This design comes from an exercise in tuning for small area, a short achievable clock period and few clock cycles per item on the open sky130 flow, not from production work. Function was not checked in any run shown here: the RTL went through the layout flow alone. No activity file was given, so power comes from the tool's default toggle rates.

## design/flow/config.mk

```make
export PLATFORM = sky130hd
export DESIGN_NAME = resp_stream_parser
export DESIGN_NICKNAME = resp_stream_parser
export VERILOG_FILES = /design/flow/design.v
export SDC_FILE = /design/flow/constraint.sdc
export NUM_CORES = 4
export LEC_CHECK = 0
export CAP_MARGIN = 20
export CORE_MARGIN = 2
export CORE_UTILIZATION = 55
export SETUP_SLACK_MARGIN = 4.5
export SLEW_MARGIN = 20
```

## design/flow/design.v

```verilog
`timescale 1ns / 1ps
package rsp_pkg;
	localparam int MAX_DEPTH_DEF  = 16;
	localparam int COUNT_BITS_DEF = 32;
	localparam logic [2:0] EV_IGNORE = 3'd0;
	localparam logic [2:0] EV_FRAME  = 3'd1;
	localparam logic [2:0] EV_DATA   = 3'd2;
	localparam logic [2:0] EV_VALUE  = 3'd3;
	localparam logic [2:0] EV_ERROR  = 3'd4;
	localparam logic [2:0] K_INT   = 3'd0;
	localparam logic [2:0] K_STR   = 3'd1;
	localparam logic [2:0] K_ERR   = 3'd2;
	localparam logic [2:0] K_BULK  = 3'd3;
	localparam logic [2:0] K_NULL  = 3'd4;
	localparam logic [2:0] K_ARRAY = 3'd5;
	localparam logic [2:0] E_NONE     = 3'd0;
	localparam logic [2:0] E_TOKEN    = 3'd1;
	localparam logic [2:0] E_MARKER   = 3'd2;
	localparam logic [2:0] E_DEEP     = 3'd3;
	localparam logic [2:0] E_OVERFLOW = 3'd4;
	localparam logic [7:0] CH_CR     = 8'h0D;
	localparam logic [7:0] CH_LF     = 8'h0A;
	localparam logic [7:0] CH_COLON  = 8'h3A;
	localparam logic [7:0] CH_PLUS   = 8'h2B;
	localparam logic [7:0] CH_MINUS  = 8'h2D;
	localparam logic [7:0] CH_DOLLAR = 8'h24;
	localparam logic [7:0] CH_USCORE = 8'h5F;
	localparam logic [7:0] CH_STAR   = 8'h2A;
	localparam logic [7:0] CH_ZERO   = 8'h30;
	localparam logic [7:0] CH_NINE   = 8'h39;
	localparam logic [63:0] INT_POS_LIM = 64'h7FFF_FFFF_FFFF_FFFF;
	localparam logic [63:0] INT_NEG_LIM = 64'h8000_0000_0000_0000;
	typedef enum logic [3:0] {
		PH_MARK,
		PH_INT_START,
		PH_INT_BODY,
		PH_COUNT,
		PH_STR,
		PH_NUL_CR,
		PH_LINE_LF,
		PH_BULK_DATA,
		PH_BULK_CR,
		PH_BULK_LF,
		PH_DONE
	} phase_t;
	typedef struct packed {
		logic en;
		logic clear;
		logic push;
		logic close;
	} stk_cmd_t;
	typedef struct packed {
		logic full;
		logic empty_close;
	} stk_stat_t;
endpackage
`timescale 1ns / 1ps
module rsp_digit (
	input  logic [7:0]  data,
	input  logic [63:0] acc,
	input  logic        neg,
	output logic        is_digit,
	output logic [63:0] acc_next,
	output logic        int_over,
	output logic        cnt_over
);
	localparam logic [63:0] INT_Q = 64'h0CCC_CCCC_CCCC_CCCC;
	localparam logic [31:0] CNT_Q = 32'h1999_9999;
	logic [3:0] d;
	logic       gt, eq, eqm1, hi_eq;
	assign is_digit = (data[7:4] == 4'h3) && ((data[3] == 1'b0) || (data[2:1] == 2'b00));
	assign d        = data[3:0];
	assign acc_next = (acc << 3) + (acc << 1) + 64'(d) + {60'd0, neg, 2'b00, neg};
	assign gt    = acc > INT_Q;
	assign hi_eq = acc[63:4] == INT_Q[63:4];
	assign eq    = hi_eq && (acc[3:0] == INT_Q[3:0]);
	assign eqm1  = hi_eq && (acc[3:0] == (INT_Q[3:0] - 4'd1));
	assign int_over = neg ? (!acc[63] && (gt || eq || (eqm1 && (d > 4'd8))))
	                      : (gt || (eq && (d > 4'd7)));
	assign cnt_over = (acc[31:0] > CNT_Q) || ((acc[31:0] == CNT_Q) && (d > 4'd5));
endmodule
`timescale 1ns / 1ps
module rsp_stack (
	input  logic        clk,
	input  logic        arst_n,
	input  logic        en,
	input  logic        held,
	input  logic        clear,
	input  logic        push,
	input  logic        close,
	input  logic [31:0] push_val,
	output logic [4:0]  depth,
	output logic        full,
	output logic        empty_close
);
	logic [4:0]  ptr_q;
	logic [31:0] top_q;
	logic        top_one;
	logic [31:0] cnt_q [15];
	logic [14:0] zero_q;
	logic        found;
	logic [31:0] top_dec;
	logic [31:0] sel_cnt;
	assign depth   = ptr_q;
	assign full    = ptr_q[4];
	assign top_dec = top_q - 32'd1;
	assign top_one = top_q == 32'd1;
	logic [14:0] cand, pick, above;
	logic [4:0]  pop_ptr;
	always_comb begin
		for (int i = 0; i < 15; i++) begin
			cand[i] = (5'(i + 1) < ptr_q) && !zero_q[i];
		end
		above[14] = 1'b0;
		for (int i = 13; i >= 0; i--) begin
			above[i] = above[i + 1] || cand[i + 1];
		end
		pick    = cand & ~above;
		found   = |cand;
		sel_cnt = '0;
		pop_ptr = '0;
		for (int i = 0; i < 15; i++) begin
			sel_cnt = sel_cnt | ({32{pick[i]}} & cnt_q[i]);
			pop_ptr = pop_ptr | ({5{pick[i]}} & 5'(i + 1));
		end
	end
	assign empty_close = (ptr_q == 5'd0) || (top_one && !found);
	always_ff @(posedge clk or negedge arst_n) begin
		if (!arst_n) begin
			ptr_q <= '0;
		end else if (en && clear) begin
			ptr_q <= '0;
		end else if (en && push) begin
			ptr_q <= ptr_q + 5'd1;
		end else if (en && close) begin
			if (ptr_q != 5'd0 && !top_one) begin
				ptr_q <= ptr_q;
			end else begin
				ptr_q <= pop_ptr;
			end
		end
	end
	always_ff @(posedge clk) begin
		if (en && push) begin
			top_q <= push_val;
		end else if (en && close && (ptr_q != 5'd0)) begin
			top_q <= top_one ? sel_cnt : top_dec;
		end
	end
	always_ff @(posedge clk) begin
		for (int i = 0; i < 15; i++) begin
			if (held && push && (ptr_q == 5'(i + 1))) begin
				cnt_q[i]  <= top_dec;
				zero_q[i] <= top_one;
			end
		end
	end
endmodule
`timescale 1ns / 1ps
module resp_stream_parser (
	input  logic         clk,
	input  logic         arst_n,
	input  logic         s_tvalid,
	output logic         s_tready,
	input  logic [7:0]   s_tdata,   
	input  logic [0:0]   s_tuser,   
	output logic         m_tvalid,
	input  logic         m_tready,
	output logic [111:0] m_tdata,   
	output logic [5:0]   m_tuser,   
	output logic         m_tlast    
);
	localparam logic [63:0] INT_SAT = 64'h7FFF_FFFF_FFFF_FFFF;
	logic adv, s_fire, load_s1;
	logic valid_s1, valid_s2, valid_sk;
	logic [7:0] data_s1, data_sk;
	logic start_s1, start_sk;
	rsp_pkg::phase_t phase_q;
	rsp_pkg::phase_t phase_n;
	rsp_pkg::phase_t ph_c;
	logic [2:0]  kind_q, kind_n;
	logic [63:0] acc_q, acc_n;
	logic        neg_q, neg_n;
	logic        dig_q, dig_n;
	logic [31:0] off_q;
	logic        err_c;
	logic [2:0]  ecode_q, ecode_n;
	logic [2:0] ev;
	logic [2:0] new_code;
	logic       done;
	logic [2:0] ev_s2;
	logic [2:0] kind_s2;
	logic       done_s2;
	logic       numen_s2;
	logic [7:0] payload_s2;
	logic [4:0] depth_s2;
	logic        is_digit, int_over, cnt_over;
	logic [63:0] acc_next;
	logic        stk_push, stk_close;
	logic        stk_full, stk_empty_close;
	logic [4:0]  stk_depth;
	logic [31:0] bulk_c;
	assign adv      = valid_s1 && (!valid_s2 || m_tready);
	assign s_tready = !valid_sk;
	assign s_fire   = s_tvalid && !valid_sk;
	assign load_s1  = valid_sk ? adv : (s_fire && (adv || !valid_s1));
	always_ff @(posedge clk or negedge arst_n) begin
		if (!arst_n) begin
			valid_s1 <= 1'b0;
			valid_sk <= 1'b0;
		end else begin
			if (load_s1) begin
				valid_s1 <= 1'b1;
			end else if (adv) begin
				valid_s1 <= 1'b0;
			end
			if (valid_sk) begin
				valid_sk <= !adv;
			end else begin
				valid_sk <= s_fire && valid_s1 && !adv;
			end
		end
	end
	always_ff @(posedge clk) begin
		if (load_s1) begin
			data_s1  <= valid_sk ? data_sk : s_tdata;
			start_s1 <= valid_sk ? start_sk : s_tuser[0];
		end
		if (!valid_sk) begin
			data_sk  <= s_tdata;
			start_sk <= s_tuser[0];
		end
	end
	assign ph_c   = start_s1 ? rsp_pkg::PH_MARK : phase_q;
	assign err_c  = !start_s1 && (ecode_q != rsp_pkg::E_NONE);
	assign bulk_c = acc_q[63:32];
	rsp_digit u_digit (
		.data     (data_s1),
		.acc      (acc_q),
		.neg      (neg_q),
		.is_digit (is_digit),
		.acc_next (acc_next),
		.int_over (int_over),
		.cnt_over (cnt_over)
	);
	rsp_stack u_stack (
		.clk         (clk),
		.arst_n      (arst_n),
		.en          (adv),
		.held        (valid_s1),
		.clear       (start_s1),
		.push        (stk_push),
		.close       (stk_close),
		.push_val    (acc_q[31:0]),
		.depth       (stk_depth),
		.full        (stk_full),
		.empty_close (stk_empty_close)
	);
	always_comb begin
		phase_n   = ph_c;
		kind_n    = kind_q;
		acc_n     = acc_q;
		neg_n     = neg_q;
		dig_n     = dig_q;
		ecode_n   = start_s1 ? rsp_pkg::E_NONE : ecode_q;
		ev        = rsp_pkg::EV_FRAME;
		new_code  = rsp_pkg::E_NONE;
		stk_push  = 1'b0;
		stk_close = 1'b0;
		done      = 1'b0;
		if (err_c) begin
			ev = rsp_pkg::EV_IGNORE;
		end else begin
			case (ph_c)
				rsp_pkg::PH_MARK: begin
					acc_n = '0;
					neg_n = 1'b0;
					dig_n = 1'b0;
					case (data_s1)
						rsp_pkg::CH_COLON: begin
							kind_n  = rsp_pkg::K_INT;
							phase_n = rsp_pkg::PH_INT_START;
						end
						rsp_pkg::CH_PLUS: begin
							kind_n  = rsp_pkg::K_STR;
							phase_n = rsp_pkg::PH_STR;
						end
						rsp_pkg::CH_MINUS: begin
							kind_n  = rsp_pkg::K_ERR;
							phase_n = rsp_pkg::PH_STR;
						end
						rsp_pkg::CH_DOLLAR: begin
							kind_n  = rsp_pkg::K_BULK;
							phase_n = rsp_pkg::PH_COUNT;
						end
						rsp_pkg::CH_USCORE: begin
							kind_n  = rsp_pkg::K_NULL;
							phase_n = rsp_pkg::PH_NUL_CR;
						end
						rsp_pkg::CH_STAR: begin
							kind_n  = rsp_pkg::K_ARRAY;
							phase_n = rsp_pkg::PH_COUNT;
						end
						default: begin
							ev       = rsp_pkg::EV_ERROR;
							new_code = rsp_pkg::E_MARKER;
						end
					endcase
				end
				rsp_pkg::PH_INT_START, rsp_pkg::PH_INT_BODY: begin
					if ((ph_c == rsp_pkg::PH_INT_START) &&
					    ((data_s1 == rsp_pkg::CH_PLUS) || (data_s1 == rsp_pkg::CH_MINUS))) begin
						neg_n   = data_s1 == rsp_pkg::CH_MINUS;
						acc_n   = {64{data_s1 == rsp_pkg::CH_MINUS}};
						phase_n = rsp_pkg::PH_INT_BODY;
					end else if (is_digit) begin
						acc_n   = int_over ? INT_SAT : acc_next;
						dig_n   = 1'b1;
						phase_n = rsp_pkg::PH_INT_BODY;
					end else if ((data_s1 == rsp_pkg::CH_CR) && ((ph_c == rsp_pkg::PH_INT_START) || dig_q)) begin
						phase_n = rsp_pkg::PH_LINE_LF;
					end else begin
						ev       = rsp_pkg::EV_ERROR;
						new_code = rsp_pkg::E_TOKEN;
					end
				end
				rsp_pkg::PH_COUNT: begin
					if (is_digit) begin
						acc_n = acc_next;
						if (cnt_over) begin
							ev       = rsp_pkg::EV_ERROR;
							new_code = rsp_pkg::E_OVERFLOW;
						end
					end else if (data_s1 == rsp_pkg::CH_CR) begin
						phase_n = rsp_pkg::PH_LINE_LF;
					end else begin
						ev       = rsp_pkg::EV_ERROR;
						new_code = rsp_pkg::E_TOKEN;
					end
				end
				rsp_pkg::PH_STR: begin
					if (data_s1 == rsp_pkg::CH_CR) begin
						phase_n = rsp_pkg::PH_LINE_LF;
					end else if (data_s1 == rsp_pkg::CH_LF) begin
						ev       = rsp_pkg::EV_ERROR;
						new_code = rsp_pkg::E_TOKEN;
					end else begin
						ev = rsp_pkg::EV_DATA;
					end
				end
				rsp_pkg::PH_NUL_CR, rsp_pkg::PH_BULK_CR: begin
					if (data_s1 == rsp_pkg::CH_CR) begin
						phase_n = (ph_c == rsp_pkg::PH_NUL_CR) ? rsp_pkg::PH_LINE_LF : rsp_pkg::PH_BULK_LF;
					end else begin
						ev       = rsp_pkg::EV_ERROR;
						new_code = rsp_pkg::E_TOKEN;
					end
				end
				rsp_pkg::PH_BULK_DATA: begin
					ev                 = rsp_pkg::EV_DATA;
					acc_n[63:32]       = bulk_c - 32'd1;
					if (bulk_c == 32'd1) begin
						phase_n = rsp_pkg::PH_BULK_CR;
					end
				end
				rsp_pkg::PH_LINE_LF, rsp_pkg::PH_BULK_LF: begin
					if (data_s1 != rsp_pkg::CH_LF) begin
						ev       = rsp_pkg::EV_ERROR;
						new_code = rsp_pkg::E_TOKEN;
					end else if ((ph_c == rsp_pkg::PH_LINE_LF) && (kind_q == rsp_pkg::K_BULK)) begin
						acc_n[63:32] = acc_q[31:0];
						phase_n      = (acc_q[31:0] == 32'd0) ? rsp_pkg::PH_BULK_CR : rsp_pkg::PH_BULK_DATA;
					end else if ((ph_c == rsp_pkg::PH_LINE_LF) && (kind_q == rsp_pkg::K_ARRAY) &&
					             (acc_q[31:0] != 32'd0)) begin
						if (stk_full) begin
							ev       = rsp_pkg::EV_ERROR;
							new_code = rsp_pkg::E_DEEP;
						end else begin
							stk_push = 1'b1;
							ev       = rsp_pkg::EV_VALUE;
							phase_n  = rsp_pkg::PH_MARK;
						end
					end else begin
						ev = rsp_pkg::EV_VALUE;
						if (kind_q == rsp_pkg::K_INT && neg_q) begin
							acc_n = ~acc_q;
						end
						stk_close = 1'b1;
						done      = stk_empty_close;
						phase_n   = stk_empty_close ? rsp_pkg::PH_DONE : rsp_pkg::PH_MARK;
					end
				end
				default: begin
					ev = rsp_pkg::EV_IGNORE;
				end
			endcase
			if (ev == rsp_pkg::EV_ERROR) begin
				ecode_n = new_code;
			end
		end
	end
	always_ff @(posedge clk or negedge arst_n) begin
		if (!arst_n) begin
			phase_q <= rsp_pkg::PH_MARK;
			ecode_q <= rsp_pkg::E_NONE;
			off_q   <= '1;
		end else if (adv) begin
			phase_q <= phase_n;
			ecode_q <= ecode_n;
			off_q   <= start_s1 ? 32'd0 : (off_q + 32'd1);
		end
	end
	always_ff @(posedge clk) begin
		if (adv) begin
			kind_q <= kind_n;
			acc_q  <= acc_n;
			neg_q  <= neg_n;
			dig_q  <= dig_n;
		end
	end
	always_ff @(posedge clk or negedge arst_n) begin
		if (!arst_n) begin
			valid_s2 <= 1'b0;
		end else if (adv) begin
			valid_s2 <= 1'b1;
		end else if (m_tready) begin
			valid_s2 <= 1'b0;
		end
	end
	always_ff @(posedge clk) begin
		if (adv) begin
			ev_s2      <= ev;
			kind_s2    <= ((ev == rsp_pkg::EV_FRAME) || (ev == rsp_pkg::EV_DATA) || (ev == rsp_pkg::EV_VALUE)) ?
			              kind_n : rsp_pkg::K_INT;
			done_s2    <= done;
			numen_s2   <= (ev == rsp_pkg::EV_VALUE) && (kind_n != rsp_pkg::K_STR) &&
			              (kind_n != rsp_pkg::K_ERR) && (kind_n != rsp_pkg::K_NULL);
			payload_s2 <= (ev == rsp_pkg::EV_DATA) ? data_s1 : 8'd0;
			depth_s2   <= start_s1 ? 5'd0 : stk_depth;
		end
	end
	assign m_tvalid = valid_s2;
	assign m_tdata  = {off_q, ecode_q, depth_s2, numen_s2 ? acc_q : 64'd0, payload_s2};
	assign m_tuser  = {kind_s2, ev_s2};
	assign m_tlast  = done_s2;
endmodule
```

## design/flow/constraint.sdc

```tcl
create_clock -name core_clock -period 8.5 [get_ports {clk}]
set_input_delay 1.7000 -clock core_clock [delete_from_list [all_inputs] [get_ports {clk}]]
set_output_delay 1.7000 -clock core_clock [all_outputs]
set_load 0.01 [all_outputs]
```

## design/flow/run.sh

```bash
#!/bin/bash
# synth_recipe.tcl (not shown) runs the flow's synth.tcl, then flattens the netlist and writes it again
# the make line also repeats each setting of config.mk as NAME=value (left out here)
make -C /OpenROAD-flow-scripts/flow DESIGN_CONFIG=/design/flow/config.mk WORK_HOME=/design/flow/orfs CLKGATE_MAP_FILE= SYNTH_SCRIPT=/design/flow/synth_recipe.tcl finish
```

==> key figures, run 1 <==
Run status
  – Status: finished clean

Synth
  – Post-Syn Area: 34,900 um2
  – Asr flop ratio synth: 6.89%
  – Synth cell count leaders: edfxtp_1 (626), nand2_1 (244), nor2_1 (235), ha_1 (193), clkbuf_1 (146)
  – Synth Register Bits: 682
  – Top FF cell, synth: edfxtp_1
  – Synth Instances: 2,944
  – Post-synth EDFFs: 626
  – Register area share after synthesis: 57.9%
  – Largest cells by area after synthesis: edfxtp_1 (54%), ha_1 (6.9%), nand2_1 (2.6%)
  – Post-synthesis average cell area: 11.8 um2
  – Post-synth top area share: 53.9%
  – Count leader, synth: edfxtp_1
  – Yosys cell types: 86
  – Synth warn: 3
  – Synthesized Nets: 3,153
  – Area leader, netlist: edfxtp_1

Place
  – Setup Slack @ Placement: 3.36 ns
  – DP HPWL: 65,100 um
  – PortBufs: 133
  – Placer Congestion: 0.935

Timing
  – Unrepaired setup endpoints after global routing: true
  – Final hold vios: 0
  – Final Max Tran Viols: 0
  – Final worst slack: 4.14 ns
  – Final Skew: 0.0347 ns
  – Final setup fails: 0
  – Slew headroom: 25.9%
  – Fin crit period: 4.36 ns
  – Worst-Margin Slew: 1.10 ns
  – Setup_tns: 0 ns
  – Final period util: 51.3%
  – Peak Freq: 0.229 GHz

CTS
  – H-Tree Level Count: 3
  – TritonCTS Sinks: 682
  – CTS Root Cell: clkbuf_16
  – Clk pin slew, worst setup/hold paths: 0.06 ns
  – Num CTS Buffers: 73
  – Cts hold-fix bufs: 0
  – TritonCTS clock tree: yes
  – Clk latency of the worst-skew pair: 0.64 ns
  – CTS max path bufs: 3

Global routing
  – GRT Util Overall: 32.3%
  – Largest net degree at the start of global routing: 65
  – Number of global-route vias before repair: 25,900
  – Total gr overflow: 0
  – First-pass GRT wire length: 162,000 um
  – Antenna violations before repair: 1

Worst setup path
  – Largest delay share family, worst path: compound AO/OA/AOI/OAI gates
  – R2R depth: 14
  – Worst-path fanout max: 4
  – WP depth: 14
  – Worst stage delay on the critical path: 0.58 ns
  – Buffers & Inverters on Critical Path: 1
  – CP Cell Sequence: fa_1 > inv_2 > fa_2 > fa_2 > nand2b_4 > a21oi_4 > o21ai_2 > a211o_1 > a211oi_2 > a211o_1 > a221o_1 > a21oi_4 > o2111a_1 > or3_1
  – WP data required: 8.86 ns
  – CP max-delay cell: fa_1
  – Startpoint Class: flop
  – Crit end category: flop
  – Worst Path Arrival: 4.72 ns
  – Crit path kind: reg2reg

Cells and area
  – Share of cells above drive strength 1: 15.4%
  – Area growth, synth to finish: 19.4%
  – Fill count: 4,763
  – ANT cells: 0
  – Layout Nets: 3,372

Route
  – Drt drc: 0
  – Number of vias per cell: 6.61
  – DRT antenna net count: 0
  – Post-Route WL: 107,000 um
  – Drt first-iter violations: 2,883
  – Routed length per instance: 26.4 um
  – Vias after detailed routing: 26,900
  – DRT Pass-1 Iters: 8

Floorplanning
  – Initial core utilization: 55.5%
  – Die Y: 256 um
  – Area of the core: 62,900 um2
  – # IOs: 134
  – Die extent in x: 256 um
  – Rows: 92
  – Die area: 65,400 um2

Worst hold path
  – WHS Path Cells: 1
  – Hold WC Path Type: reg2reg

Power
  – Worst vdd ir: 214 uV
  – Leakage power: 15.5 nW
  – Power per cell area: 365 nW/um2

Run
  – MaxCap Viol Count: 0
-- what timing repair did --
action                     CTS  global route
pin swaps                   25            42
resized for setup           55            85
setup buffers               98            28
setup endpoints to repair  208           265
-- path summary, 6_finish.rpt --
path	startpoint	to	slack (ns)
max	acc_q[0]$_DFFE_PP_	acc_q[60]$_DFFE_PP_	4.14
min	data_sk[1]$_DFF_P_	data_sk[1]$_DFF_P_	0.48
max reg2reg	acc_q[0]$_DFFE_PP_	acc_q[60]$_DFFE_PP_	4.14
min reg2reg	data_sk[1]$_DFF_P_	data_sk[1]$_DFF_P_	0.48
max in group asynchronous	arst_n	u_stack.ptr_q[2]$_DFFE_PN0P_	6.92
min in group asynchronous	arst_n	ecode_q[0]$_DFFE_PN0P_	1.13
-- cell type report --
class	instances	area, um2	area share, %
clock buffers	87	1900	4.57
clock inverters	44	549	1.32
inverters	48	194	0.466
multi-input cells	2041	14900	35.7
flip-flops and latches	682	20200	48.5
well taps	846	1060	2.54
repair buffers	317	2860	6.88
-- registers in the layout, summed over array words and instances (netlist names), 8 cells and up --
name / cells
data_s1: 8
off_q: 32
u_stack.top_q: 32
data_sk: 8
acc_q: 64
payload_s2: 8
u_stack.cnt_q: 480
u_stack.zero_q: 15
-- metal layers --
metal	part of all wire (%)	global-route usage (%)	up-vias
met5	0.0065	0	-
met1	40	42.9	13200
met4	4.6	13.2	2
li1	-	-	12000
met3	8.1	5.68	310
met2	48	53.0	1358
-- logic make-up after synthesis --
group	after synthesis	synth area share, %
mux	16	0.495
simple gates	954	13.5
fa+ha+maj	196	7.10
flops	682	57.9
compound gates	766	15.7
xor+xnor	109	2.74
buf+inv	221	2.48
-- layout by cell type (no fill, tap or decap), types with 16 or more instances in the layout --
master / instances
nor2_1: 213
o211ai_1: 20
o2111ai_1: 17
and3_1: 27
ha_1: 191
inv_1: 44
buf_6: 21
xnor2_1: 35
and2_1: 69
clkbuf_16: 74
buf_4: 158
nand2_1: 241
a22o_1: 70
a2111oi_0: 28
dfstp_2: 32
xnor2_2: 18
a21o_1: 57
a31oi_1: 58
nand2b_1: 22
a22oi_1: 39
nand4_1: 66
nor4_1: 24
edfxtp_1: 626
a211oi_1: 46
o221ai_1: 28
a222oi_1: 33
clkdlybuf4s50_1: 132
o22ai_1: 38
or3_1: 24
clkinv_1: 16
xor2_1: 45
a21oi_1: 114
nor3_1: 67
o21ai_0: 80
nand3_1: 80
-- where the power goes --
group | internal (mW) | switching, mW | leakage, nW | total [mW]
Sequential | 4.04 | 0.436 | 7.16 | 4.48
Clock | 1.92 | 1.34 | 1.19 | 3.26
Combinational | 3.05 | 4.39 | 7.11 | 7.44
Total | 9.01 | 6.17 | 15.5 | 15.2
-- through the flow --
stage	hold WS [ns]	std cells	utilization, %	total power [mW]	cell area (um2)
2_1_floorplan	0.446	2944	-	8.80	34900
3_3_place_gp	0.453	3808	59.4	10.7	37300
3_5_place_dp	0.460	3808	59.4	10.7	37400
4_1_cts	0.480	4037	65.0	14.6	40900
5_1_grt	0.493	4065	66.2	16.0	41600
6_report	0.478	4065	66.2	15.2	41600
==> run 2, diff against run 1 <==
--- a/design/flow/config.mk
+++ b/design/flow/config.mk
@@ -8,5 +8,5 @@
 export CAP_MARGIN = 20
 export CORE_MARGIN = 2
 export CORE_UTILIZATION = 55
-export SETUP_SLACK_MARGIN = 4.5
+export SETUP_SLACK_MARGIN = 5
 export SLEW_MARGIN = 20
==> run 2 against run 1 <==
Combinational power is essentially flat. Via count increased by 2.5%. Power fell by 1.3%. Synthesized area stayed put. Largest cell class unchanged.
==> key figures, run 2 <==
Floorplanning
  – Die extent in x: 256 um (unchanged)
  – Die Y: 256 um (unchanged)
  – # IOs: 134 (unchanged)
  – Area of the core: 62,900 um2 (unchanged)
  – Die area: 65,400 um2 (unchanged)
  – Initial core utilization: 55.5% (unchanged)
  – Rows: 92 (unchanged)

CTS
  – CTS Root Cell: clkbuf_16
  – Num CTS Buffers: 73 (unchanged)
  – CTS max path bufs: 3 (unchanged)
  – TritonCTS clock tree: yes
  – Clk pin slew, worst setup/hold paths: 0.07 ns (about the same)
  – H-Tree Level Count: 3 (unchanged)
  – TritonCTS Sinks: 682 (unchanged)
  – Cts hold-fix bufs: 0 (unchanged)
  – Clk latency of the worst-skew pair: 0.65 ns (about the same)

Timing
  – Slew headroom: 29.5% (+3.7 points)
  – Unrepaired setup endpoints after global routing: true
  – Hold Slack: 0.474 ns (-0.00395 ns)
  – Peak Freq: 0.225 GHz (-1.8%)
  – Final hold vios: 0 (unchanged)
  – Final Skew: 0.0474 ns (+0.0126 ns)
  – Final Max Tran Viols: 0 (unchanged)
  – Worst-Margin Slew: 1.05 ns (-0.0533 ns)
  – Final setup fails: 0 (unchanged)
  – Final period util: 52.2% (+0.92 points)
  – Fin crit period: 4.44 ns (+0.0786 ns)
  – Setup_tns: 0 ns (unchanged)

Route
  – Post-Route WL: 113,000 um (+5.4%)
  – Drt first-iter violations: 3,702 (+28%)
  – Routed length per instance: 27.6 um (+4.4%)
  – DRT Pass-1 Iters: 7 (-1)
  – Drt drc: 0 (unchanged)
  – Number of vias per cell: 6.71 (+1.5%)
  – DRT antenna net count: 0 (unchanged)
  – Vias after detailed routing: 27,500 (+2.5%)

Global routing
  – Total gr overflow: 0 (unchanged)
  – Antenna violations before repair: 2 (+1)
  – First-pass GRT wire length: 165,000 um (+2.0%)
  – GRT Util Overall: 33.2% (+0.89 points)
  – Largest net degree at the start of global routing: 66 (+1.5%)
  – Number of global-route vias before repair: 26,300 (+1.5%)

Power
  – Power per cell area: 355 nW/um2 (-2.6%)
  – Worst vdd ir: 257 uV (+20%)
  – Leakage power: 15.9 nW (+3.0%)
  – Final total power: 15.0 mW (-1.3%)

Cells and area
  – Share of cells above drive strength 1: 19.8% (+4.4 points)
  – Commonest non-fill, non-tap cell in the layout: edfxtp_1
  – Layout Nets: 3,409 (+1.1%)
  – Most frequent cells in the layout: edfxtp_1 (626), nand2_1 (238), nor2_1 (215), ha_1 (193), buf_4 (158)
  – Top reg by flops: u_stack.cnt_q
  – Max reg flops: 480 (unchanged)
  – Area growth, synth to finish: 20.9%
  – Final instance area: 42,100 um2 (+1.3%)
  – Top flop regs: u_stack.cnt_q x480, acc_q x64
  – Fill count: 4,752 (-0.23%)

Synth
  – Synth Register Bits: 682 (unchanged)
  – Synth Instances: 2,944 (unchanged)
  – Largest family of logic cells by synthesized area: compound AO/OA/AOI/OAI gates
  – Post-synth top area share: 53.9% (unchanged)
  – Count leader, synth: edfxtp_1
  – Adder-Cell Fraction of Synth Area: 7.10% (unchanged)
  – Fraction of the mapped netlist area in compound gates: 15.7% (unchanged)
  – Simple-gate portion of the synthesized area: 13.5% (unchanged)
  – Proportion of synthesized area in mux cells: 0.495% (unchanged)
  – Area leader, netlist: edfxtp_1
  – Synth cell count leaders: edfxtp_1 (626), nand2_1 (244), nor2_1 (235), ha_1 (193), clkbuf_1 (146)
  – Top FF cell, synth: edfxtp_1
  – Synthesized Nets: 3,153 (unchanged)
  – Register area share after synthesis: 57.9% (unchanged)
  – Asr flop ratio synth: 6.89% (unchanged)
  – Post-Syn Area: 34,900 um2 (unchanged)
  – Synth Area in XOR/XNOR: 2.74% (unchanged)
  – Largest cells by area after synthesis: edfxtp_1 (54%), ha_1 (6.9%), nand2_1 (2.6%)
  – Post-synth EDFFs: 626 (unchanged)
  – Yosys cell types: 86 (unchanged)
  – Synth warn: 3 (unchanged)
  – Post-synthesis average cell area: 11.8 um2 (unchanged)

Worst setup path
  – Worst-path fanout max: 4 (unchanged)
  – Crit path kind: reg2reg
  – Largest delay share family, worst path: compound AO/OA/AOI/OAI gates
  – WP data required: 8.87 ns (about the same)
  – Worst Path Arrival: 4.81 ns (+0.09 ns)
  – CP max-delay cell: fa_1
  – Worst stage delay on the critical path: 0.55 ns (-0.03 ns)
  – Startpoint Class: flop
  – Crit end category: flop
  – Buffers & Inverters on Critical Path: 1 (unchanged)
  – CP Cell Sequence: fa_1 > inv_2 > fa_2 > fa_2 > nand2b_4 > a21oi_4 > o21ai_2 > a211o_1 > a211oi_2 > a211o_1 > a221o_1 > a21oi_4 > o2111a_1 > or3_1

Worst hold path
  – Hold WC Path Type: reg2reg

Run
  – MaxCap Viol Count: 0 (unchanged)

Place
  – PortBufs: 133 (unchanged)
  – DP HPWL: 66,700 um (+2.4%)
  – Dpl cell area: 37,500 um2 (+0.32%)
  – Placer Congestion: 0.962 (+2.9%)

Run status
  – Status: finished clean
-- run 2: changes by cell type in the layout (fill, tap and decap cells not counted), moves of 8 or more --
cell	delta
clkdlybuf4s50_1	-72
clkbuf_2	+38
buf_2	+23
buf_6	+18
and2_1	-15
and2_4	+15
bufinv_16	-8
dfrtp_1	-8
-- run 2: where the power goes --
| group | total [mW] | switching, mW | leakage [nW] | internal [mW] |
|---|---|---|---|---|
| clock network | 3.06 | 1.39 | 1.11 | 1.67 |
| logic | 7.45 | 4.45 | 7.66 | 3.00 |
| registers | 4.47 | 0.425 | 7.15 | 4.04 |
-- run 2: worst reg2reg max path: cells and delay by family, from the launching register on --
kind                       cells  cell delay [ns]
AOI/OAI and AO/OA              8             1.75
adders and majority gates      3             1.40
buffers and inverters          1             0.04
DFF                            1             0.49
and+or+nand+nor                2             0.51
-- run 2: cell families after synthesis --
group           Yosys count
fa+ha+maj               196
simple gates            954
mux                      16
buf+inv                 221
compound gates          766
flops                   682
xor+xnor                109
-- run 2: final timing paths --
| check | from | endpoint | slack [ns] | depth (start not counted) |
|---|---|---|---|---|
| setup / recovery | data_s1[3]$_DFFE_PP_ | acc_q[60]$_DFFE_PP_ | 4.06 | 14 |
| setup reg to reg | data_s1[3]$_DFFE_PP_ | acc_q[60]$_DFFE_PP_ | 4.06 | 14 |
| hold reg to reg | start_sk$_DFF_P_ | start_sk$_DFF_P_ | 0.47 | 1 |
| max in group asynchronous | arst_n | u_stack.ptr_q[2]$_DFFE_PN0P_ | 6.95 | 1 |
| hold / removal | start_sk$_DFF_P_ | start_sk$_DFF_P_ | 0.47 | 1 |
| min in group asynchronous | arst_n | ecode_q[1]$_DFFE_PN0P_ | 1.08 | 1 |
-- run 2: area by class of cell --
type                       instances  area [um2]  area share [%]
sequential                       682       20200            48.0
multi-input combinational       2041       15200            36.0
timing repair buffer             354        3180            7.53
clock buffer                      81        1860            4.41
tap                              846        1060            2.51
clock inverter                    51         454            1.08
inverter                          48         203           0.481
antenna                            3        7.51          0.0178
-- run 2: per-layer routing --
layer | vias to the layer above | routed length (um) | part of all wire, % | global-route usage [%]
li1 | 12000 | - | - | -
met1 | 13500 | 43400 | 38 | 44.1
met2 | 1629 | 54300 | 48 | 54.8
met3 | 341 | 10600 | 9.4 | 4.86
met4 | 2 | 5080 | 4.5 | 14.3
met5 | - | 10 | 0.0088 | 0
-- run 2: stage by stage --
step | setup WS (ns) | cells | utilization, %
2_1_floorplan | 4.52 | 2944 | -
6_report | 4.06 | 4106 | 67.1
5_1_grt | 3.97 | 4103 | 67.0
3_3_place_gp | 3.53 | 3809 | 59.6
4_1_cts | 4.13 | 4033 | 65.2
3_5_place_dp | 3.40 | 3809 | 59.6
-- run 2: repair_timing --
item | CTS | global route
resized for setup | 265 | 210
pin swaps | 24 | 49
setup buffers | 90 | 62
cloned | 2 | 8
setup endpoints to repair | 903 | 690
==> run 3, diff against run 2 <==
--- a/design/flow/design.v
+++ b/design/flow/design.v
@@ -67,10 +67,26 @@
 	localparam logic [63:0] INT_Q = 64'h0CCC_CCCC_CCCC_CCCC;
 	localparam logic [31:0] CNT_Q = 32'h1999_9999;
 	logic [3:0] d;
+	logic [4:0] addend;
 	logic       gt, eq, eqm1, hi_eq;
 	assign is_digit = (data[7:4] == 4'h3) && ((data[3] == 1'b0) || (data[2:1] == 2'b00));
 	assign d        = data[3:0];
-	assign acc_next = (acc << 3) + (acc << 1) + 64'(d) + {60'd0, neg, 2'b00, neg};
+	always_comb begin
+		case ({neg, d})
+			5'h10:   addend = 5'd9;
+			5'h11:   addend = 5'd10;
+			5'h12:   addend = 5'd11;
+			5'h13:   addend = 5'd12;
+			5'h14:   addend = 5'd13;
+			5'h15:   addend = 5'd14;
+			5'h16:   addend = 5'd15;
+			5'h17:   addend = 5'd16;
+			5'h18:   addend = 5'd17;
+			5'h19:   addend = 5'd18;
+			default: addend = {1'b0, d};
+		endcase
+	end
+	assign acc_next = (acc << 3) + (acc << 1) + 64'(addend);
 	assign gt    = acc > INT_Q;
 	assign hi_eq = acc[63:4] == INT_Q[63:4];
 	assign eq    = hi_eq && (acc[3:0] == INT_Q[3:0]);
==> run 3 against run 2 <==
Worst hold slack got worse by 0.0018 ns. Largest cell class unchanged. Clock-buffer cell count rose by 10. Die area fell by 1.5%. Largest power group unchanged.
==> key figures, run 3 <==
Cells and area
  – Fill count: 4,493 (-5.5%)
  – Max reg flops: 480 (unchanged)
  – Top reg by flops: u_stack.cnt_q
  – Top flop regs: u_stack.cnt_q x480, acc_q x64
  – Area growth, synth to finish: 23.5%
  – Most frequent cells in the layout: edfxtp_1 (626), nand2_1 (279), buf_4 (181), a21oi_1 (168), nor2_1 (164)
  – Finished Layout Cells: 4,110 (+0.097%)
  – Commonest non-fill, non-tap cell in the layout: edfxtp_1
  – Share of cells above drive strength 1: 23.0% (+3.2 points)
  – Layout Nets: 3,360 (-1.4%)
  – ANT cells: 0 (-3)

CTS
  – H-Tree Level Count: 3 (unchanged)
  – Cts hold-fix bufs: 0 (unchanged)
  – Clk latency of the worst-skew pair: 0.64 ns (about the same)
  – CTS Root Cell: clkbuf_16
  – Clk pin slew, worst setup/hold paths: 0.06 ns (about the same)
  – CTS max path bufs: 3 (unchanged)
  – TritonCTS Sinks: 682 (unchanged)
  – TritonCTS clock tree: yes
  – Num CTS Buffers: 74 (+1.4%)

Timing
  – Setup_tns: 0 ns (unchanged)
  – Final setup fails: 0 (unchanged)
  – Peak Freq: 0.253 GHz (+12%)
  – Fin crit period: 3.95 ns (-0.489 ns)
  – Final hold vios: 0 (unchanged)
  – Final Max Tran Viols: 0 (unchanged)
  – Slew headroom: 24.7% (-4.8 points)
  – Final period util: 46.5% (-5.8 points)
  – Final worst slack: 4.55 ns (+0.489 ns)
  – Final Skew: 0.0371 ns (-0.0103 ns)
  – Worst-Margin Slew: 1.12 ns (+0.0705 ns)
  – Unrepaired setup endpoints after global routing: true

Power
  – Worst vdd ir: 196 uV (-24%)
  – Power per cell area: 356 nW/um2 (+0.15%)
  – Leakage power: 16.3 nW (+2.4%)

Worst setup path
  – WP data required: 8.88 ns (about the same)
  – Largest delay share family, worst path: compound AO/OA/AOI/OAI gates
  – Startpoint Class: flop
  – Register-to-register setup slack: 4.55 ns (+0.49 ns)
  – Buffers & Inverters on Critical Path: 3 (+2)
  – WP depth: 16 (+2)
  – Worst Path Arrival: 4.33 ns (-0.48 ns)
  – CP Cell Sequence: or3b_4 > a21boi_4 > fa_2 > ha_4 > nor2b_4 > o21bai_4 > a21oi_4 > buf_4 > buf_6 > o2111ai_4 > a211oi_2 > buf_4 > o21ai_4 > a21oi_4 > o211a_1 > a211o_1
  – Crit path kind: reg2reg
  – FF-to-FF Start: data_s1[1]$_DFFE_PP_
  – Worst-path fanout max: 3 (-1)
  – Worst stage delay on the critical path: 0.47 ns (-0.08 ns)
  – CP max-delay cell: fa_2
  – CP endpoint: acc_q[56]$_DFFE_PP_
  – RR Endpoint: acc_q[56]$_DFFE_PP_
  – Crit end category: flop
  – R2R depth: 16 (+2)
  – CP Launch Point: data_s1[1]$_DFFE_PP_

Route
  – Post-Route WL: 112,000 um (-1.5%)
  – Drt drc: 0 (unchanged)
  – Routed length per instance: 27.2 um (-1.6%)
  – Drt first-iter violations: 3,045 (-18%)
  – DRT antenna net count: 0 (unchanged)
  – Vias after detailed routing: 27,200 (-1.3%)
  – DRT Pass-1 Iters: 7 (unchanged)
  – Number of vias per cell: 6.61 (-1.4%)

Global routing
  – First-pass GRT wire length: 165,000 um (+0.15%)
  – Total gr overflow: 0 (unchanged)
  – Largest net degree at the start of global routing: 65 (-1.5%)
  – GRT Util Overall: 34.3% (+1.0 points)
  – Number of global-route vias before repair: 26,500 (+0.88%)
  – Antenna violations before repair: 2 (unchanged)

Floorplanning
  – Die extent in x: 254 um (-0.74%)
  – Rows: 91 (-1.1%)
  – Die Y: 254 um (-0.74%)
  – Initial core utilization: 55.6% (+0.18 points)
  – # IOs: 134 (unchanged)
  – Die area: 64,500 um2 (-1.5%)
  – Area of the core: 61,700 um2 (-1.8%)

Synth
  – Synth warn: 4 (+1)
  – Asr flop ratio synth: 6.89% (unchanged)
  – Post-synth EDFFs: 626 (unchanged)
  – Synth cell count leaders: edfxtp_1 (626), nand2_1 (288), nor2_1 (189), a21oi_1 (186), clkbuf_1 (163)
  – Register area share after synthesis: 58.8% (+0.88 points)
  – Count leader, synth: edfxtp_1
  – Synth Instances: 2,939 (-0.17%)
  – Top FF cell, synth: edfxtp_1
  – Synthesized Nets: 3,085 (-2.2%)
  – Synth Register Bits: 682 (unchanged)
  – Post-synthesis average cell area: 11.7 um2 (-1.3%)
  – Yosys cell types: 85 (-1.2%)
  – Largest cells by area after synthesis: edfxtp_1 (55%), ha_1 (4.7%), nand2_1 (3.1%)
  – Area leader, netlist: edfxtp_1
  – Post-Syn Area: 34,300 um2 (-1.5%)
  – Post-synth top area share: 54.7% (+0.82 points)

Worst hold path
  – Hold Path Origin: off_q[1]$_DFFE_PN1P_
  – Hold WC Path Type: reg2reg

Run
  – MaxCap Viol Count: 0 (unchanged)

Place
  – PortBufs: 133 (unchanged)
  – Placer Congestion: 0.939 (-2.4%)
  – Post-placement cell count: 3,781 (-0.74%)
  – Setup Slack @ Placement: 3.82 ns (+0.415 ns)
  – DP HPWL: 64,600 um (-3.1%)

Run status
  – Status: finished clean
-- run 3: cell count changes in the layout (fill, tap and decap cells not counted), moves of 34 or more --
cell / delta
nor2_1: -51
a31oi_1: -35
a21oi_1: +54
nand2_1: +41
buf_6: +45
a22o_1: -65
a22oi_1: +34
and2_1: -35
clkbuf_2: -38
and2_4: +42
ha_1: -66
-- run 3: report_power, final --
part / total [mW] / internal, mW / switching (mW)
registers: 4.53 / 4.07 / 0.456
logic: 7.34 / 3.08 / 4.26
clock network: 3.21 / 1.82 / 1.39
total: 15.1 / 8.98 / 6.11
-- run 3: worst min-delay path by stage --
stage / end / slack (ns) / cells after the start
2_1_floorplan: data_sk[7]$_DFF_P_ / 0.45 / 1
3_3_place_gp: data_sk[7]$_DFF_P_ / 0.45 / 1
3_5_place_dp: data_sk[7]$_DFF_P_ / 0.46 / 1
4_1_cts: data_sk[7]$_DFF_P_ / 0.47 / 1
5_1_grt: start_sk$_DFF_P_ / 0.49 / 1
6_report: off_q[1]$_DFFE_PN1P_ / 0.47 / 2
-- run 3: per-layer routing --
| metal | GRT usage [%] | vias up | part of all wire [%] |
|---|---|---|---|
| met5 | 0 | - | 0.021 |
| met4 | 14.6 | 4 | 4.7 |
| met3 | 5.84 | 314 | 9.0 |
| met2 | 56.3 | 1438 | 47 |
| met1 | 45.2 | 13400 | 39 |
| li1 | - | 12000 | - |
-- run 3: cell type report --
cell class	instances	area [um2]	area share (%)
Clock buffer	91	1930	4.54
Sequential cell	682	20200	47.7
Clock inverter	44	512	1.21
Timing Repair Buffer	378	3730	8.79
Tap cell	837	1050	2.47
Multi-Input combinational cell	2035	14800	34.9
Inverter	42	169	0.398
Timing Repair inverter	1	5.00	0.0118
-- run 3: timing repair --
item / CTS / global route
buffers inserted: 138 / 43
pin swaps: 43 / 57
cloned: 11 / 1
endpoints found under the setup margin: 726 / 556
resized for setup: 402 / 232
-- run 3: kinds of logic (layout without fill, tap and decap cells) --
group / count (synthesis) / count (layout) / share of synthesized area, %
compound gates: 772 / 772 / 15.7
xor+xnor: 107 / 107 / 2.73
flops: 682 / 682 / 58.8
fa+ha+maj: 134 / 134 / 4.94
mux: 15 / 15 / 0.477
simple gates: 1003 / 1007 / 14.8
buf+inv: 226 / 556 / 2.55
-- run 3: per-stage QoR --
step | total power [mW] | area [um2] | hold WS [ns] | util [%]
2_1_floorplan | 8.59 | 34800 | 0.446 | -
3_3_place_gp | 10.3 | 36900 | 0.454 | 59.8
3_5_place_dp | 10.4 | 36900 | 0.460 | 59.9
4_1_cts | 14.4 | 41000 | 0.474 | 66.5
5_1_grt | 15.8 | 42400 | 0.491 | 68.7
6_report | 15.1 | 42400 | 0.472 | 68.7
-- run 3: worst register-to-register path: cells and delay by family, from the launching register on --
family                     cells  cell delay [ns]
AOI/OAI and AO/OA              9             1.54
adders and majority gates      2             0.71
and+or+nand+nor                2             0.57
buffers and inverters          3             0.46
DFF                            1             0.43
==> run 4, diff against run 3 <==
--- a/design/flow/design.v
+++ b/design/flow/design.v
@@ -57,9 +57,9 @@
 `timescale 1ns / 1ps
 module rsp_digit (
 	input  logic [7:0]  data,
+	input  logic [4:0]  d9,         
 	input  logic [63:0] acc,
 	input  logic        neg,
-	output logic        is_digit,
 	output logic [63:0] acc_next,
 	output logic        int_over,
 	output logic        cnt_over
@@ -69,23 +69,8 @@
 	logic [3:0] d;
 	logic [4:0] addend;
 	logic       gt, eq, eqm1, hi_eq;
-	assign is_digit = (data[7:4] == 4'h3) && ((data[3] == 1'b0) || (data[2:1] == 2'b00));
 	assign d        = data[3:0];
-	always_comb begin
-		case ({neg, d})
-			5'h10:   addend = 5'd9;
-			5'h11:   addend = 5'd10;
-			5'h12:   addend = 5'd11;
-			5'h13:   addend = 5'd12;
-			5'h14:   addend = 5'd13;
-			5'h15:   addend = 5'd14;
-			5'h16:   addend = 5'd15;
-			5'h17:   addend = 5'd16;
-			5'h18:   addend = 5'd17;
-			5'h19:   addend = 5'd18;
-			default: addend = {1'b0, d};
-		endcase
-	end
+	assign addend   = neg ? d9 : {1'b0, d};
 	assign acc_next = (acc << 3) + (acc << 1) + 64'(addend);
 	assign gt    = acc > INT_Q;
 	assign hi_eq = acc[63:4] == INT_Q[63:4];
@@ -95,6 +80,28 @@
 	                      : (gt || (eq && (d > 4'd7)));
 	assign cnt_over = (acc[31:0] > CNT_Q) || ((acc[31:0] == CNT_Q) && (d > 4'd5));
 endmodule
+module rsp_byte_class (
+	input  logic [7:0] data,
+	output logic       is_digit,
+	output logic [4:0] d9
+);
+	assign is_digit = (data[7:4] == 4'h3) && ((data[3] == 1'b0) || (data[2:1] == 2'b00));
+	always_comb begin
+		case (data[3:0])
+			4'h0:    d9 = 5'd9;
+			4'h1:    d9 = 5'd10;
+			4'h2:    d9 = 5'd11;
+			4'h3:    d9 = 5'd12;
+			4'h4:    d9 = 5'd13;
+			4'h5:    d9 = 5'd14;
+			4'h6:    d9 = 5'd15;
+			4'h7:    d9 = 5'd16;
+			4'h8:    d9 = 5'd17;
+			4'h9:    d9 = 5'd18;
+			default: d9 = 5'd0;
+		endcase
+	end
+endmodule
 `timescale 1ns / 1ps
 module rsp_stack (
 	input  logic        clk,
@@ -189,8 +196,10 @@
 	localparam logic [63:0] INT_SAT = 64'h7FFF_FFFF_FFFF_FFFF;
 	logic adv, s_fire, load_s1;
 	logic valid_s1, valid_s2, valid_sk;
-	logic [7:0] data_s1, data_sk;
+	logic [7:0] data_s1, data_sk, data_ld;
 	logic start_s1, start_sk;
+	logic digit_s1, digit_ld;
+	logic [4:0] d9_s1, d9_ld;
 	rsp_pkg::phase_t phase_q;
 	rsp_pkg::phase_t phase_n;
 	rsp_pkg::phase_t ph_c;
@@ -211,6 +220,7 @@
 	logic [7:0] payload_s2;
 	logic [4:0] depth_s2;
 	logic        is_digit, int_over, cnt_over;
+	assign is_digit = digit_s1;
 	logic [63:0] acc_next;
 	logic        stk_push, stk_close;
 	logic        stk_full, stk_empty_close;
@@ -237,10 +247,18 @@
 			end
 		end
 	end
+	assign data_ld = valid_sk ? data_sk : s_tdata;
+	rsp_byte_class u_class (
+		.data     (data_ld),
+		.is_digit (digit_ld),
+		.d9       (d9_ld)
+	);
 	always_ff @(posedge clk) begin
 		if (load_s1) begin
-			data_s1  <= valid_sk ? data_sk : s_tdata;
+			data_s1  <= data_ld;
 			start_s1 <= valid_sk ? start_sk : s_tuser[0];
+			digit_s1 <= digit_ld;
+			d9_s1    <= d9_ld;
 		end
 		if (!valid_sk) begin
 			data_sk  <= s_tdata;
@@ -252,9 +270,9 @@
 	assign bulk_c = acc_q[63:32];
 	rsp_digit u_digit (
 		.data     (data_s1),
+		.d9       (d9_s1),
 		.acc      (acc_q),
 		.neg      (neg_q),
-		.is_digit (is_digit),
 		.acc_next (acc_next),
 		.int_over (int_over),
 		.cnt_over (cnt_over)
==> run 4 against run 3 <==
Power grew 5.2%. Register-to-register slack lost 0.20 ns. Clock power about the same. Largest cell class unchanged. Global-route usage is 2.5 points lower. First-iteration DRC count is 10% lower. Sequential share of layout area up 0.72 points. Sequential power rose by 3%. Clock-buffer cell count up 1. Via count decreased by 0.65%. Design area decreased by 0.58%.
==> key figures, run 4 <==
Synth
  – Register area share after synthesis: 59.0% (+0.23 points)
  – Synth Instances: 2,937 (-0.068%)
  – Yosys cell types: 89 (+4.7%)
  – Post-synth EDFFs: 632 (+0.96%)
  – Largest family of logic cells by synthesized area: compound AO/OA/AOI/OAI gates
  – Adder-Cell Fraction of Synth Area: 5.03% (+0.092 points)
  – Synthesized Nets: 3,087 (+0.065%)
  – Top FF cell, synth: edfxtp_1
  – Post-synth top area share: 55.0% (+0.25 points)
  – Synth warn: 4 (unchanged)
  – Post-Syn Area: 34,500 um2 (+0.50%)
  – Synth Area in XOR/XNOR: 2.82% (+0.088 points)
  – Post-synthesis average cell area: 11.7 um2 (+0.56%)
  – Synth Register Bits: 688 (+0.88%)
  – Asr flop ratio synth: 6.83% (-0.060 points)
  – Proportion of synthesized area in mux cells: 0.653% (+0.18 points)
  – Largest cells by area after synthesis: edfxtp_1 (55%), ha_1 (4.9%), a21oi_1 (3.2%)
  – Count leader, synth: edfxtp_1
  – Area leader, netlist: edfxtp_1
  – Fraction of the mapped netlist area in compound gates: 15.7% (+0.046 points)
  – Synth cell count leaders: edfxtp_1 (632), a21oi_1 (224), nand2_1 (209), nor2_1 (164), clkbuf_1 (159)
  – Simple-gate portion of the synthesized area: 14.2% (-0.66 points)

Worst hold path
  – Hold WC Path Type: reg2reg

CTS
  – TritonCTS clock tree: yes
  – TritonCTS Sinks: 688 (+0.88%)
  – Clk latency of the worst-skew pair: 0.65 ns (about the same)
  – Num CTS Buffers: 75 (+1.4%)
  – CTS Root Cell: clkbuf_16
  – H-Tree Level Count: 3 (unchanged)
  – Clk pin slew, worst setup/hold paths: 0.06 ns (about the same)
  – CTS max path bufs: 3 (unchanged)

Worst setup path
  – Worst Path Arrival: 4.66 ns (+0.33 ns)
  – Startpoint Class: flop
  – Worst-path fanout max: 5 (+2)
  – WP data required: 9.01 ns (+0.13 ns)
  – Crit path kind: reg2reg
  – Worst stage delay on the critical path: 0.47 ns (about the same)
  – CP max-delay cell: edfxtp_1
  – Crit end category: flop
  – Most used cell, CP: o41a_1
  – CP Cell Sequence: mux2_4 > fa_1 > buf_4 > ha_4 > a211oi_2 > o211ai_1 > a21oi_1 > or4_1 > nor3b_4 > a21o_4 > o41a_1 > o41a_1 > nand3_1

Cells and area
  – Final instance area: 42,100 um2 (-0.58%)
  – Commonest non-fill, non-tap cell in the layout: edfxtp_1
  – Max reg flops: 480 (unchanged)
  – Most frequent cells in the layout: edfxtp_1 (632), a21oi_1 (209), nand2_1 (201), buf_4 (171), nor2_1 (145)
  – Final core utilization: 68.2% (-0.53 points)
  – Top flop regs: u_stack.cnt_q x480, acc_q x64
  – Fill count: 4,504 (+0.24%)
  – Share of cells above drive strength 1: 20.6% (-2.4 points)
  – Area growth, synth to finish: 22.1%
  – Layout Nets: 3,347 (-0.39%)
  – Top reg by flops: u_stack.cnt_q
  – Finished Layout Cells: 4,094 (-0.39%)

Timing
  – Worst-Margin Slew: 1.16 ns (+0.0423 ns)
  – Final Skew: 0.0531 ns (+0.0160 ns)
  – Final worst slack: 4.35 ns (-0.202 ns)
  – Slew headroom: 22.2% (-2.5 points)
  – Setup_tns: 0 ns (unchanged)
  – Peak Freq: 0.241 GHz (-4.9%)
  – Hold Slack: 0.474 ns (+0.00188 ns)
  – Final period util: 48.9% (+2.4 points)
  – Final setup fails: 0 (unchanged)
  – Final hold vios: 0 (unchanged)
  – Final Max Tran Viols: 0 (unchanged)
  – Fin crit period: 4.15 ns (+0.202 ns)
  – Unrepaired setup endpoints after global routing: true

Place
  – DP HPWL: 63,600 um (-1.5%)
  – Placer Congestion: 0.946 (+0.71%)
  – Post-placement cell count: 3,778 (-0.079%)
  – Dpl cell area: 37,000 um2 (about the same)
  – Setup Slack @ Placement: 4.05 ns (+0.231 ns)
  – PortBufs: 133 (unchanged)

Floorplanning
  – # IOs: 134 (unchanged)
  – Area of the core: 61,800 um2 (+0.18%)
  – Die area: 64,800 um2 (+0.49%)
  – Rows: 91 (unchanged)
  – Initial core utilization: 55.8% (+0.17 points)
  – Die extent in x: 254 um (+0.24%)
  – Die Y: 254 um (+0.24%)

Global routing
  – Total gr overflow: 0 (unchanged)
  – Antenna violations before repair: 2 (unchanged)
  – GRT Util Overall: 31.8% (-2.5 points)
  – Number of global-route vias before repair: 25,500 (-3.8%)
  – First-pass GRT wire length: 156,000 um (-5.8%)
  – Largest net degree at the start of global routing: 66 (+1.5%)

Run
  – MaxCap Viol Count: 0 (unchanged)

Route
  – Number of vias per cell: 6.59 (-0.26%)
  – Post-Route WL: 105,000 um (-5.6%)
  – DRT Pass-1 Iters: 6 (-1)
  – DRT antenna net count: 0 (unchanged)
  – Routed length per instance: 25.7 um (-5.3%)
  – Vias after detailed routing: 27,000 (-0.65%)
  – Drt first-iter violations: 2,741 (-10%)
  – Drt drc: 0 (unchanged)

Power
  – Leakage power: 15.0 nW (-7.7%)
  – Power per cell area: 376 nW/um2 (+5.8%)
  – Worst vdd ir: 243 uV (+24%)
  – Final total power: 15.9 mW (+5.2%)

Run status
  – Status: finished clean
[run 4: changes by cell type in the layout (fill, tap and decap cells not counted), moves of 28 or more]
cell	before	now
a21oi_1	168	209
a221o_1	29	1
a22oi_1	73	132
and2_1	19	47
nand2_1	279	201
nand3_1	101	135
o21ai_0	72	101
[run 4: final timing paths]
path                                 startpoint                            to  slack (ns)  cells past startpoint
hold / removal             off_q[1]$_DFFE_PN1P_          off_q[1]$_DFFE_PN1P_        0.47                      2
min in group asynchronous                arst_n          valid_s1$_DFFE_PN0P_        1.16                      2
hold reg to reg            off_q[1]$_DFFE_PN1P_          off_q[1]$_DFFE_PN1P_        0.47                      2
setup / recovery                neg_q$_DFFE_PP_           acc_q[61]$_DFFE_PP_        4.35                     13
max in group asynchronous                arst_n  u_stack.ptr_q[3]$_DFFE_PN0P_        6.87                      2
setup reg to reg                neg_q$_DFFE_PP_           acc_q[61]$_DFFE_PP_        4.35                     13
[run 4: area by class of cell]
type                    count  area (um2)  share of cell area, %
clock buffers              92        1960                   4.65
repair buffers            362        3370                   7.99
inverters                  51         199                  0.472
diodes                      1        2.50                0.00594
clock inverters            44         497                   1.18
well taps                 837        1050                   2.48
multi-input cells        2019       14700                   34.8
flip-flops and latches    688       20400                   48.4
[run 4: where the power goes]
part / leakage [nW] / internal, mW / switching, mW / total [mW]
registers: 6.37 / 4.16 / 0.482 / 4.65
logic: 7.51 / 3.39 / 4.61 / 8.00
clock network: 1.17 / 1.83 / 1.39 / 3.22
[run 4: repair_timing]
action,CTS,global route
resized for setup,352,200
gates cloned,6,3
buffers inserted,132,37
endpoints found under the hold margin,0,0
hold buffers,0,0
setup endpoints to repair,973,685
pin swaps,36,49
[run 4: critical path, delay by kind of cell, from the launching register on]
family	cells	cell delay [ns]
flops	1	0.47
compound gates	6	1.63
mux	1	0.35
buf+inv	1	0.16
fa+ha+maj	2	0.73
simple gates	3	0.66
[run 4: cell families (layout without fill, tap and decap cells)]
kind of cell	after synthesis	in the layout
AO/OA/AOI/OAI	816	816
buffers and inverters	232	549
AND/OR/NAND/NOR	932	934
XOR/XNOR	111	111
other	0	1
flip-flops	688	688
multiplexers	21	21
adder cells (fa/ha/maj)	137	137
[run 4: metal layers]
metal	wire length (um)	global-route usage, %	vias to the layer above
met5	0	0	-
met4	4720	12.5	0
met3	9040	4.79	289
met2	49000	50.9	1410
met1	42500	44.0	13300
li1	-	-	12000
==> run 5, diff against run 4 <==
--- a/design/flow/config.mk
+++ b/design/flow/config.mk
@@ -8,5 +8,7 @@
 export CAP_MARGIN = 20
 export CORE_MARGIN = 2
 export CORE_UTILIZATION = 55
+export CTS_BUF_LIST = sky130_fd_sc_hd__clkbuf_8
+export CTS_CLUSTER_SIZE = 30
 export SETUP_SLACK_MARGIN = 5
 export SLEW_MARGIN = 20
==> run 5 against run 4 <==
Still clean. Clock skew increased by 0.036 ns. Clock power decreased by 11%. Core utilization grew 0.76 points. Synthesized area did not move. Die area did not move. Power grew 0.21%. Wire length rose by 1.3%. Combinational power up 4.8%. Critical path type unchanged. Largest power group unchanged.
==> key figures, run 5 <==
Worst setup path
  – Startpoint Class: flop
  – Crit end category: flop
  – Crit path kind: reg2reg
  – R2R depth: 13 (unchanged)
  – Worst-path fanout max: 4 (-1)
  – Worst Path Arrival: 4.66 ns (about the same)
  – WP data required: 9.00 ns (about the same)

Timing
  – Setup_tns: 0 ns (unchanged)
  – Final period util: 49.0% (+0.14 points)
  – Worst-Margin Slew: 1.20 ns (+0.0393 ns)
  – Final setup fails: 0 (unchanged)
  – Final Skew: 0.0888 ns (+0.0356 ns)
  – Peak Freq: 0.240 GHz (-0.29%)
  – Unrepaired setup endpoints after global routing: true
  – Hold Slack: 0.474 ns (+0.0000700 ns)
  – Final hold vios: 0 (unchanged)
  – Final Max Tran Viols: 0 (unchanged)
  – Fin crit period: 4.17 ns (+0.0120 ns)
  – Slew headroom: 19.5% (-2.6 points)

Synth
  – Post-synth top area share: 55.0% (unchanged)
  – Synth Register Bits: 688 (unchanged)
  – Count leader, synth: edfxtp_1
  – Synthesized Nets: 3,087 (unchanged)
  – Largest cells by area after synthesis: edfxtp_1 (55%), ha_1 (4.9%), a21oi_1 (3.2%)
  – Register area share after synthesis: 59.0% (unchanged)
  – Top FF cell, synth: edfxtp_1
  – Post-Syn Area: 34,500 um2 (unchanged)
  – Post-synthesis average cell area: 11.7 um2 (unchanged)
  – Synth warn: 4 (unchanged)
  – Synth Instances: 2,937 (unchanged)
  – Synth cell count leaders: edfxtp_1 (632), a21oi_1 (224), nand2_1 (209), nor2_1 (164), clkbuf_1 (159)
  – Post-synth EDFFs: 632 (unchanged)
  – Yosys cell types: 89 (unchanged)
  – Asr flop ratio synth: 6.83% (unchanged)
  – Area leader, netlist: edfxtp_1

Floorplanning
  – Initial core utilization: 55.8% (unchanged)
  – # IOs: 134 (unchanged)
  – Die area: 64,800 um2 (unchanged)
  – Die Y: 254 um (unchanged)
  – Rows: 91 (unchanged)
  – Die extent in x: 254 um (unchanged)
  – Area of the core: 61,800 um2 (unchanged)

Global routing
  – Largest net degree at the start of global routing: 66 (unchanged)
  – First-pass GRT wire length: 157,000 um (+1.1%)
  – GRT Util Overall: 32.2% (+0.39 points)
  – Total gr overflow: 0 (unchanged)
  – Antenna violations before repair: 2 (unchanged)
  – Number of global-route vias before repair: 26,100 (+2.3%)

Run
  – MaxCap Viol Count: 0 (unchanged)

Route
  – Post-Route WL: 107,000 um (+1.3%)
  – Routed length per instance: 25.5 um (-0.76%)
  – Number of vias per cell: 6.53 (-0.92%)
  – Vias after detailed routing: 27,300 (+1.1%)
  – DRT Pass-1 Iters: 7 (+1)
  – Drt drc: 0 (unchanged)
  – DRT antenna net count: 0 (unchanged)
  – Drt first-iter violations: 2,607 (-4.9%)

Place
  – Placer Congestion: 0.946 (unchanged)
  – DP HPWL: 63,600 um (unchanged)
  – PortBufs: 133 (unchanged)

Worst hold path
  – Hold WC Path Type: reg2reg
  – WHS Path Cells: 2 (unchanged)

CTS
  – Num CTS Buffers: 110 (+47%)
  – Clk pin slew, worst setup/hold paths: 0.07 ns (about the same)
  – CTS Root Cell: clkbuf_8
  – Clk latency of the worst-skew pair: 0.80 ns (+0.15 ns)
  – TritonCTS clock tree: yes
  – H-Tree Level Count: 3 (unchanged)
  – CTS max path bufs: 3 (unchanged)
  – TritonCTS Sinks: 688 (unchanged)

Cells and area
  – Final core utilization: 68.9% (+0.76 points)
  – Share of cells above drive strength 1: 23.4% (+2.8 points)
  – Layout Nets: 3,410 (+1.9%)
  – Top reg by flops: u_stack.cnt_q
  – Commonest non-fill, non-tap cell in the layout: edfxtp_1
  – Area growth, synth to finish: 23.5%
  – Top flop regs: u_stack.cnt_q x480, acc_q x64
  – Max reg flops: 480 (unchanged)
  – Fill count: 4,446 (-1.3%)
  – Most frequent cells in the layout: edfxtp_1 (632), a21oi_1 (210), nand2_1 (202), buf_4 (167), nor2_1 (145)

Power
  – Power per cell area: 373 nW/um2 (-0.90%)
  – Leakage power: 15.5 nW (+2.8%)
  – Final total power: 15.9 mW (+0.21%)
  – Worst vdd ir: 266 uV (+9.4%)

Run status
  – Status: finished clean
[run 5: cell counts after synthesis]
No cell type changed its count.
[run 5: per-layer routing]
metal	track usage [%]	routed length (um)
met1	43.7	43000
met2	51.2	49500
met3	5.54	9030
met4	14.4	5100
met5	0	0
[run 5: timing repair]
action,4_1_cts,5_1_grt
resized for setup,505,214
endpoints found under the setup margin,992,713
gates cloned,8,1
buffers inserted,149,49
pin swaps,44,53
hold buffers,0,0
[run 5: critical path, cell delays in order (launching register included)]
cell and delay, ns:
edfxtp_1 0.46, mux2_4 0.35, fa_2 0.44, buf_6 0.14, ha_4 0.26, a211oi_2 0.07
o211ai_1 0.37, a21oi_1 0.15, or4_1 0.41, nor3b_4 0.18, a21o_1 0.26, o41a_1 0.48
xor2_1 0.21, o2111ai_1 0.11
[run 5: report_power, final]
| group | internal, mW | switching (mW) |
|---|---|---|
| Sequential | 4.16 | 0.485 |
| Clock | 1.49 | 1.38 |
| Combinational | 3.63 | 4.75 |
| Total | 9.28 | 6.62 |
[run 5: layout make-up]
cell class / instances / area, um2 / area share (%)
Tap cell: 837 / 1050 / 2.46
Multi-Input combinational cell: 2019 / 14800 / 34.8
Clock buffer: 111 / 1530 / 3.58
Antenna cell: 1 / 2.50 / 0.00587
Inverter: 51 / 196 / 0.461
Timing Repair Buffer: 390 / 3910 / 9.18
Sequential cell: 688 / 20400 / 47.8
Clock inverter: 82 / 703 / 1.65
[run 5: worst paths after layout]
check	from	end	slack (ns)
worst max-delay path	neg_q$_DFFE_PP_	acc_q[53]$_DFFE_PP_	4.33
worst min-delay path	off_q[1]$_DFFE_PN1P_	off_q[1]$_DFFE_PN1P_	0.47
worst max register to register	neg_q$_DFFE_PP_	acc_q[53]$_DFFE_PP_	4.33
worst min register to register	off_q[1]$_DFFE_PN1P_	off_q[1]$_DFFE_PN1P_	0.47
max in group asynchronous	arst_n	u_stack.ptr_q[2]$_DFFE_PN0P_	6.98
min in group asynchronous	arst_n	valid_s2$_DFFE_PN0P_	1.04
[run 5: logic make-up after synthesis]
| logic type | count (synthesis) | synth area share, % |
|---|---|---|
| flops | 688 | 59.0 |
| buf+inv | 232 | 2.58 |
| mux | 21 | 0.653 |
| compound gates | 816 | 15.7 |
| simple gates | 932 | 14.2 |
| fa+ha+maj | 137 | 5.03 |
| xor+xnor | 111 | 2.82 |
[run 5: stage by stage]
stage,area (um2),setup slack [ns],cells
after detailed placement,37000,4.05,3778
after CTS,41200,4.44,4128
after floorplan,34700,4.74,2937
final,42600,4.33,4179
after global routing,42600,4.33,4179
after global placement,37000,4.09,3778

## re-timing with driven ports
Ports are ideal in the flow. The routed layouts listed here were re-timed in OpenROAD.
Step 1: set_driving_cell puts a clkbuf_16 on clk and a buf_2 on each other input, an assumption about the parent block.
Step 2 moves the port delays by t, midway between the first and last clock arrival at a register: inputs arrive t later, outputs are due t later. That takes back most of the time a late clock gives input paths.
Slacks: no drivers / after step 1 / after step 2; pairs: no drivers / after step 1.
| run | t (ns) | setup slack, ns | hold slack, ns |
|---|---|---|---|
| run 1 | 0.688 | 4.138 / 4.138 / 4.008 | 0.478 / 0.478 / 0.478 |
| run 2 | 0.696 | 4.059 / 4.059 / 4.059 | 0.474 / 0.474 / 0.474 |
| run 3 | 0.680 | 4.548 / 4.548 / 4.336 | 0.472 / 0.472 / 0.472 |
| run 4 | 0.693 | 4.346 / 4.346 / 4.346 | 0.474 / 0.474 / 0.474 |
| run 5 | 0.820 | 4.334 / 4.334 / 4.334 | 0.474 / 0.474 / 0.474 |
After both steps every run listed still meets setup and hold. The setup slack of run 3, which loses most, moves by 0.000 ns with the drivers and by -0.212 ns with both steps.
